This is an optimization exercise on Yosys and OpenROAD, whose aim is small area, a short achievable clock period and few clock cycles per item, not a production implementation.
Function was checked by simulation only, so behaviour that the tests miss may differ from the original.
Power figures rest on the tool's default switching activity, not on a simulated workload.

<file path="design/flow/config.mk">
export PLATFORM = sky130hd
export DESIGN_NAME = multichannel_window_min_max_sum
export DESIGN_NICKNAME = multichannel_window_min_max_sum
export VERILOG_FILES = /design/flow/design.v
export SDC_FILE = /design/flow/constraint.sdc
export NUM_CORES = 4
export LEC_CHECK = 0
export CAP_MARGIN = 20
export CORE_MARGIN = 2
export CORE_UTILIZATION = 40
export SLEW_MARGIN = 20
</file>
<file path="design/flow/constraint.sdc">
create_clock -name core_clock -period 8.0 [get_ports {clk}]
set_input_delay 1.6000 -clock core_clock [delete_from_list [all_inputs] [get_ports {clk}]]
set_output_delay 1.6000 -clock core_clock [all_outputs]
set_load 0.01 [all_outputs]
</file>
<file path="design/flow/design.v">
package wmms_pkg;
  localparam int SAMPLE_BITS = 12;
  localparam int NUM_CH      = 5;
  localparam int CH_W        = 3;
  localparam int SUM_W       = 28;
  localparam int CNT_W       = 16;
  localparam int CFG_IDX_W   = 2;
  localparam int CFG_DATA_W  = 16;
  localparam int PROD_W      = 2 * SAMPLE_BITS;
  localparam int BANK_DEPTH = 2;
  localparam logic [SUM_W-1:0]       SUM_MAX      = '1;
  localparam logic [SAMPLE_BITS-1:0] SAMPLE_MAX   = '1;
  localparam logic [CNT_W-1:0]       CNT_MAX      = '1;
  localparam logic [CNT_W-1:0]       WINDOW_RESET = CNT_W'(1008);
  localparam logic [PROD_W-1:0]      POWER_ROUND  = PROD_W'(9'h1FF);
  localparam logic [CFG_IDX_W-1:0] REG_WINDOW_SCANS  = CFG_IDX_W'(0);
  localparam logic [CFG_IDX_W-1:0] REG_SAMPLE_OFFSET = CFG_IDX_W'(1);
  localparam logic [CH_W-1:0] CH_CURRENT = CH_W'(0);
  localparam logic [CH_W-1:0] CH_POWER   = CH_W'(NUM_CH - 1);
  typedef logic [SAMPLE_BITS-1:0] sample_t;
  localparam int CHAN_W = SUM_W + 2 * SAMPLE_BITS;
  localparam int STAT_W = NUM_CH * CHAN_W;
  typedef logic [CHAN_W-1:0] chan_stat_t;
  typedef logic [STAT_W-1:0] stat_word_t;
  function automatic stat_word_t stat_clear();
    stat_word_t w;
    for (int c = 0; c < NUM_CH; c++) begin
      w[c*CHAN_W +: CHAN_W] = {{SUM_W{1'b0}}, {SAMPLE_BITS{1'b0}}, SAMPLE_MAX};
    end
    stat_clear = w;
  endfunction
  function automatic sample_t correct_sample(sample_t raw, sample_t offset);
    correct_sample = (raw > offset) ? sample_t'(raw - offset) : '0;
  endfunction
  function automatic chan_stat_t stat_update(chan_stat_t s, sample_t v);
    logic [SUM_W-1:0]       s_sum;
    logic [SAMPLE_BITS-1:0] s_max;
    logic [SAMPLE_BITS-1:0] s_min;
    logic [SUM_W-1:0]       r_sum;
    logic [SAMPLE_BITS-1:0] r_max;
    logic [SAMPLE_BITS-1:0] r_min;
    logic [SUM_W:0]         wide;
    s_sum = s[CHAN_W-1:2*SAMPLE_BITS];
    s_max = s[2*SAMPLE_BITS-1:SAMPLE_BITS];
    s_min = s[SAMPLE_BITS-1:0];
    wide  = {1'b0, s_sum} + {{(SUM_W+1-SAMPLE_BITS){1'b0}}, v};
    r_sum = (wide > {1'b0, SUM_MAX}) ? SUM_MAX : wide[SUM_W-1:0];
    r_max = (v > s_max) ? v : s_max;
    r_min = (v < s_min) ? v : s_min;
    stat_update = {r_sum, r_max, r_min};
  endfunction
endpackage
module wmms_ram #(
  parameter int WIDTH = 8,
  parameter int DEPTH = 2
) (
  input  logic                     clk,
  input  logic                     wr_en,
  input  logic [$clog2(DEPTH)-1:0] wr_addr,
  input  logic [WIDTH-1:0]         wr_data,
  input  logic                     rd_en_a,
  input  logic [$clog2(DEPTH)-1:0] rd_addr_a,
  output logic [WIDTH-1:0]         rd_data_a,
  input  logic                     rd_en_b,
  input  logic [$clog2(DEPTH)-1:0] rd_addr_b,
  output logic [WIDTH-1:0]         rd_data_b
);
  logic [WIDTH-1:0] mem [DEPTH];
  always_ff @(posedge clk) begin
    if (wr_en) begin
      mem[wr_addr] <= wr_data;
    end
  end
  always_ff @(posedge clk) begin
    if (rd_en_a) begin
      rd_data_a <= mem[rd_addr_a];
    end
    if (rd_en_b) begin
      rd_data_b <= mem[rd_addr_b];
    end
  end
endmodule
module multichannel_window_min_max_sum (
  input  logic                                  clk,
  input  logic                                  rst,
  input  logic                                  in_valid,
  output logic                                  in_stall,
  input  logic [wmms_pkg::SAMPLE_BITS-1:0]      current_sample,
  input  logic [wmms_pkg::SAMPLE_BITS-1:0]      voltage_sample,
  input  logic [wmms_pkg::SAMPLE_BITS-1:0]      reference_sample,
  input  logic [wmms_pkg::SAMPLE_BITS-1:0]      temperature_sample,
  output logic                                  out_valid,
  input  logic                                  out_stall,
  output logic [wmms_pkg::CH_W-1:0]             channel,
  output logic [wmms_pkg::SUM_W-1:0]            window_sum,
  output logic [wmms_pkg::SAMPLE_BITS-1:0]      window_max,
  output logic [wmms_pkg::SAMPLE_BITS-1:0]      window_min,
  output logic [wmms_pkg::CNT_W-1:0]            scan_total,
  output logic                                  last,
  input  logic                                  cfg_valid,
  output logic                                  cfg_ready,
  input  logic [wmms_pkg::CFG_IDX_W-1:0]        cfg_index,
  input  logic [wmms_pkg::CFG_DATA_W-1:0]       cfg_data
);
  logic [wmms_pkg::CNT_W-1:0] window_scans;
  wmms_pkg::sample_t          sample_offset;
  logic              s1_valid, s2_valid, s3_valid;
  logic              s1_ready, s2_ready, s3_ready;
  logic              s2_move, s3_fire;
  wmms_pkg::sample_t s1_val [4];
  wmms_pkg::sample_t s2_val [wmms_pkg::NUM_CH];
  wmms_pkg::sample_t s3_val [wmms_pkg::NUM_CH];
  logic [wmms_pkg::PROD_W-1:0] power_prod;
  logic                       bank;
  logic                       bank_rd;
  logic [1:0]                 bank_valid;
  logic [wmms_pkg::CNT_W-1:0] scan_count;
  logic [wmms_pkg::CNT_W-1:0] scan_count_next;
  logic                       fwd_hit;
  wmms_pkg::stat_word_t       fwd_data;
  wmms_pkg::stat_word_t       acc_rdata;
  wmms_pkg::stat_word_t       acc_base;
  wmms_pkg::stat_word_t       acc_next;
  logic                       close;
  logic                       em_rd;
  logic                       em_active;
  logic                       em_busy;
  logic                       em_bank;
  logic [wmms_pkg::CH_W-1:0]  em_ch;
  logic [wmms_pkg::CNT_W-1:0] em_total;
  wmms_pkg::stat_word_t       em_word;
  logic                       out_load;
  assign cfg_ready = 1'b1;
  always_ff @(posedge clk) begin
    if (rst) begin
      window_scans  <= wmms_pkg::WINDOW_RESET;
      sample_offset <= '0;
    end else if (cfg_valid && cfg_ready) begin
      case (cfg_index)
        wmms_pkg::REG_WINDOW_SCANS:  window_scans  <= cfg_data;
        wmms_pkg::REG_SAMPLE_OFFSET: sample_offset <= cfg_data[wmms_pkg::SAMPLE_BITS-1:0];
        default: ;
      endcase
    end
  end
  assign s3_ready = !s3_valid || s3_fire;
  assign s2_ready = !s2_valid || s3_ready;
  assign s1_ready = !s1_valid || s2_ready;
  assign s2_move  = s2_valid && s3_ready;
  assign in_stall = !s1_ready;
  always_ff @(posedge clk) begin
    if (rst) begin
      s1_valid <= 1'b0;
    end else if (s1_ready) begin
      s1_valid <= in_valid;
    end
  end
  always_ff @(posedge clk) begin
    if (s1_ready) begin
      s1_val[0] <= wmms_pkg::correct_sample(current_sample, sample_offset);
      s1_val[1] <= wmms_pkg::correct_sample(voltage_sample, sample_offset);
      s1_val[2] <= wmms_pkg::correct_sample(reference_sample, sample_offset);
      s1_val[3] <= wmms_pkg::correct_sample(temperature_sample, sample_offset);
    end
  end
  assign power_prod = wmms_pkg::PROD_W'(s1_val[0]) * wmms_pkg::PROD_W'(s1_val[1])
                    + wmms_pkg::POWER_ROUND;
  always_ff @(posedge clk) begin
    if (rst) begin
      s2_valid <= 1'b0;
    end else if (s2_ready) begin
      s2_valid <= s1_valid;
    end
  end
  always_ff @(posedge clk) begin
    if (s2_ready) begin
      for (int c = 0; c < 4; c++) begin
        s2_val[c] <= s1_val[c];
      end
      s2_val[wmms_pkg::NUM_CH-1] <=
        power_prod[wmms_pkg::PROD_W-1:wmms_pkg::SAMPLE_BITS];
    end
  end
  always_ff @(posedge clk) begin
    if (rst) begin
      s3_valid <= 1'b0;
    end else if (s3_ready) begin
      s3_valid <= s2_valid;
    end
  end
  always_ff @(posedge clk) begin
    if (s3_ready) begin
      for (int c = 0; c < wmms_pkg::NUM_CH; c++) begin
        s3_val[c] <= s2_val[c];
      end
    end
  end
  assign bank_rd = (s3_fire && close) ? ~bank : bank;
  wmms_ram #(
    .WIDTH (wmms_pkg::STAT_W),
    .DEPTH (wmms_pkg::BANK_DEPTH)
  ) u_acc_ram (
    .clk       (clk),
    .wr_en     (s3_fire),
    .wr_addr   (bank),
    .wr_data   (acc_next),
    .rd_en_a   (s2_move),
    .rd_addr_a (bank_rd),
    .rd_data_a (acc_rdata),
    .rd_en_b   (em_rd),
    .rd_addr_b (em_bank),
    .rd_data_b (em_word)
  );
  always_ff @(posedge clk) begin
    if (rst) begin
      fwd_hit <= 1'b0;
    end else if (s2_move) begin
      fwd_hit <= s3_fire && !close;
    end
  end
  always_ff @(posedge clk) begin
    if (s2_move) begin
      fwd_data <= acc_next;
    end
  end
  always_comb begin
    if (fwd_hit) begin
      acc_base = fwd_data;
    end else if (bank_valid[bank]) begin
      acc_base = acc_rdata;
    end else begin
      acc_base = wmms_pkg::stat_clear();
    end
    for (int c = 0; c < wmms_pkg::NUM_CH; c++) begin
      acc_next[c*wmms_pkg::CHAN_W +: wmms_pkg::CHAN_W] =
        wmms_pkg::stat_update(acc_base[c*wmms_pkg::CHAN_W +: wmms_pkg::CHAN_W], s3_val[c]);
    end
  end
  assign scan_count_next = (scan_count == wmms_pkg::CNT_MAX) ? scan_count
                                                             : scan_count + 1'b1;
  assign close   = scan_count_next >= window_scans;
  assign em_busy = em_rd || em_active;
  assign s3_fire = s3_valid && !(close && em_busy);
  always_ff @(posedge clk) begin
    if (rst) begin
      bank       <= 1'b0;
      bank_valid <= '0;
      scan_count <= '0;
    end else if (s3_fire) begin
      if (close) begin
        bank             <= ~bank;
        bank_valid[~bank] <= 1'b0;
        scan_count       <= '0;
      end else begin
        bank_valid[bank] <= 1'b1;
        scan_count       <= scan_count_next;
      end
    end
  end
  assign out_load = !out_valid || !out_stall;
  always_ff @(posedge clk) begin
    if (rst) begin
      em_rd     <= 1'b0;
      em_active <= 1'b0;
      em_ch     <= wmms_pkg::CH_CURRENT;
      out_valid <= 1'b0;
    end else begin
      em_rd <= s3_fire && close;
      if (em_rd) begin
        em_active <= 1'b1;
        em_ch     <= wmms_pkg::CH_CURRENT;
      end
      if (em_active && out_load) begin
        out_valid <= 1'b1;
        em_ch     <= em_ch + 1'b1;
        if (em_ch == wmms_pkg::CH_POWER) begin
          em_active <= 1'b0;
        end
      end else if (!out_stall) begin
        out_valid <= 1'b0;
      end
    end
  end
  always_ff @(posedge clk) begin
    if (s3_fire && close) begin
      em_bank  <= bank;
      em_total <= scan_count_next;
    end
  end
  always_ff @(posedge clk) begin
    if (em_active && out_load) begin
      channel    <= em_ch;
      window_sum <= em_word[em_ch*wmms_pkg::CHAN_W + 2*wmms_pkg::SAMPLE_BITS +: wmms_pkg::SUM_W];
      window_max <= em_word[em_ch*wmms_pkg::CHAN_W + wmms_pkg::SAMPLE_BITS +: wmms_pkg::SAMPLE_BITS];
      window_min <= em_word[em_ch*wmms_pkg::CHAN_W +: wmms_pkg::SAMPLE_BITS];
      scan_total <= em_total;
      last       <= (em_ch == wmms_pkg::CH_POWER);
    end
  end
endmodule
</file>
<file path="design/flow/run.sh">
#!/bin/bash
# synth_recipe.tcl (not shown) runs the flow's synth.tcl, then flattens the netlist and writes it again
# the make line also repeats each setting of config.mk as NAME=value (left out here)
make -C /OpenROAD-flow-scripts/flow DESIGN_CONFIG=/design/flow/config.mk WORK_HOME=/design/flow/orfs CLKGATE_MAP_FILE= SYNTH_SCRIPT=/design/flow/synth_recipe.tcl finish
</file>
==> results_dict.tcl <==
set metrics [dict create \
    path_class "flop to output pin" \
    start_util_pct 40.2 \
    drive_gt1_share_pct 16.0 \
    die_area_mm2 0.232 \
    grt_pass1_vias 58900 \
    ys_ff_latch 1614 \
    synth-main-ff-cell "edfxtp_1" \
    synth_area_mm2 0.0913 \
    cts_tree "built" \
    coreArea_mm2 0.227 \
    rsz0062_at_grt "false" \
    max_freq_mhz 146 \
    syn_area_per_cell_um2 12.9 \
    vias_per_cell 5.93 \
    status "complete, no violations" \
    cts_root_buf "clkbuf_16" \
    power_density_mw_per_mm2 231 \
    grt-ovfl-total 0 \
    synth_nets 7592 \
    hold_class "flop to flop" \
    rrSetupSlack_ns 2.09 \
    ios 146 \
    syn_inst 7089 \
    critical_path_buf_inv_count 2 \
    worstPathCellList "and3_1, nand3_1, nor2_1, and3_1, nand3_1, o21a_1, ha_1, a21o_1, a21o_1, a21oi_1, and2_1, a21boi_0, nand4b_1, inv_1, clkdlybuf4s50_1" \
    holdWs_ns 0.391 \
    grtUsageTotal_pct 23.7 \
    rows 175 \
    worstMarginPinSlew_ns 1.13 \
    wirelength_um 279000 \
    endpoint_kind "output pin" \
    path_max_fanout 7 \
    worstSkewPairLatency_ns 0.85 \
    final_common_cell "edfxtp_1" \
    yosysUniqueCellTypes 94 \
    crit_arrival_ns 5.25 \
    cts_buffers 175 \
    yosysSeqAreaShare_pct 52.5 \
    cp_num_cells 15 \
    grt_pass1_wl_um 407000 \
    cts_buffer_depth 3 \
    ir_drop_mv 0.200 \
    wl_met1_um 122000 \
    cp_slowest_cell "a21boi_0" \
    first_iter_violations 6999 \
    multi_input_area_mm2 0.0403 \
    cts_resized 0 \
    yosysTopAreaCellShare_pct 51.2 \
    fin_skew_ns 0.0636 \
    io_buffers 144 \
    wl_per_cell_um 27.2 \
    crit_family "simple AND/OR/NAND/NOR gates" \
    max_stage_delay_ns 0.64 \
    clkSlewWorstSetupHoldPaths_ns 0.06 \
    critPathLaunchType "flop" \
    fillers 20300 \
    cts_setup_buffers 0 \
    synth_edf_count 1557 \
    worstRegToRegCells 13 \
    place_congestion 0.963 \
    setup_viol 0 \
    synthTopCellsByArea "edfxtp_1 51%, mux4_2 7.1%, mux2_2 5.2%" \
    hold_viol 0 \
    dr.max_layer_used "met5" \
    die_y_um 482 \
    seq_area_mm2 0.0479 \
    hold_depth 0 \
    grt_max_degree 162 \
    final_cell_mix "1557 x edfxtp_1, 732 x nand2_1, 418 x mux2_2, 385 x mux2i_1, 336 x o21ai_0" \
    place_ws_ns 2.03 \
    drv_slew 0 \
    power.static_leakage_nw 36.1 \
    min_period_ns 6.85 \
    ys_warn_count 5 \
    area_growth_pct 11.3 \
    slew_headroom_pct 24.7 \
    ys_async_sr_fraction_pct 0 \
    antenna_found_initial 22 \
    post-route-period-util_pct 85.6 \
    wl_met3_um 21700 \
    hold_buffers 0 \
    layout_setup_ws_ns 1.15 \
    drtAntennaViolNets 0 \
    nets 7594 \
    cp.required_ns 6.40 \
    htree_levels 4 \
    die_w_um 482 \
    drc 0 \
    dr.pass1.iters 6 \
    routed-via-count 60800 \
    utilization_pct 44.7 \
    synth_top_area_cell "edfxtp_1" \
    cts_sinks 1614 \
    routed-wl-met2_um 126000 \
    place_hpwl_um 197000 \
    maxCapViolCount 0 \
]
sequential cells by signal (all words and copies together) (netlist names), 2 cells and up:
| signal | cells |
|---|---|
| scan_count | 16 |
| window_sum | 28 |
| u_acc_ram.rd_data_a | 260 |
| window_scans | 16 |
| em_ch | 3 |
| u_acc_ram.rd_data_b | 260 |
| channel | 3 |
| scan_total | 16 |
| s2_val | 60 |
| window_max | 12 |
| sample_offset | 12 |
| u_acc_ram.mem | 520 |
| bank_valid | 2 |
| fwd_data | 260 |
| s3_val | 60 |
| window_min | 12 |
| em_total | 16 |
| s1_val | 48 |
area by class of cell:
type	instances	area share (%)
clock inverters	115	1.24
inverters	302	1.12
clock buffers	209	4.52
diodes	5	0.0123
repair buffers	251	2.53
multi-input cells	4747	39.7
flip-flops and latches	1614	47.2
well taps	3009	3.71
per-layer routing:
layer,GRT usage [%],vias to the layer above
met5,0,-
li1,-,26800
met1,34.0,31000
met4,7.41,4
met2,36.5,2595
met3,4.13,443
worst paths after layout:
check,from,endpoint
worst max-delay path,scan_count[3],in_stall
worst max register to register,em_ch[0],window_sum[24]
worst min register to register,s2_val[3][10],s3_val[3][10]
worst min-delay path,s2_val[3][10],s3_val[3][10]
through the flow:
stage / cells / cell area, um2 / TNS, ns / total power [mW]
global placement: 9923 / 95700 / 0 / 15.3
CTS: 10200 / 102000 / 0 / 23.7
floorplan: 7089 / 91300 / -709.83 / 13.9
detailed placement: 9923 / 95700 / 0 / 15.4
finish: 10300 / 102000 / 0 / 23.5
global route: 10200 / 102000 / 0 / 24.5
power breakdown:
| group | internal, mW | switching, mW |
|---|---|---|
| clock | 4.75 | 3.51 |
| combinational | 1.81 | 2.71 |
| sequential | 10.2 | 0.480 |
worst register-to-register path: stages, from the launching register on:
cell      delay, ns
dfxtp_4        0.81
inv_4          0.53
ha_4           0.87
ha_1           0.35
inv_1          0.07
fa_1           0.88
xor2_4         0.44
buf_4          0.51
a211oi_1       0.19
a311o_1        0.42
nand3_1        0.09
o21ai_0        0.08
a21oi_1        0.33
nor2_1         0.13
cells by family after synthesis:
| kind of cell | count (synthesis) | synth area share [%] |
|---|---|---|
| adders and majority gates | 432 | 6.88 |
| xor gates and xnor gates | 129 | 1.27 |
| and+or+nand+nor | 1735 | 8.90 |
| muxes | 1286 | 18.9 |
| AOI/OAI and AO/OA | 1164 | 7.89 |
| other | 1 | 0.00411 |
| DFF | 1614 | 52.5 |
| buffers and inverters | 728 | 3.67 |
cells in the mapped netlist (all sizes together), types with 32 or more instances:
master	number
nor2	304
and2	102
xor2	58
and3	95
nand2b	52
mux2i	386
nor3	83
a31oi	40
a21o	59
ha	316
mux2	611
nor2b	63
dfxtp	57
nand2	732
fa	116
xnor2	71
o211ai	76
mux4	289
o21a	32
or3	71
buf	258
a21oi	329
inv	299
clkbuf	168
o21ai	351
a211oi	98
nand3	116
nand4	45
edfxtp	1557
Testbench counts, summed over its fixed seeds: cycles 50,061, scans 49,741.

## what the ideal ports hide
The results above use ideal ports. As a check the final layout listed here was re-extracted and re-timed, cells and wires unchanged.
Step 1 sets driving cells, clkbuf_16 on the clock port and buf_2 on the other inputs (assumed; they add their load-dependent delay and slew).
Step 2, shift: input delay + t, output delay - t, t = (earliest + latest rising clock arrival at the registers) / 2. This alone moves slack from input paths to output paths.
a / b / c = ideal / step 1 / step 2; a / b = the first two.
t, ns: 0.911
setup slack, ns: 1.153 / 1.061 / 1.972
worst hold slack (ns): 0.391 / 0.391 / 0.391
worst setup path after step 2: register to output
slew at the worst register clock pin (ns): 0.07 / 0.07
After both steps setup and hold are still met in this run. The setup slack of this run moves by -0.092 ns with the drivers and by +0.819 ns with both steps.
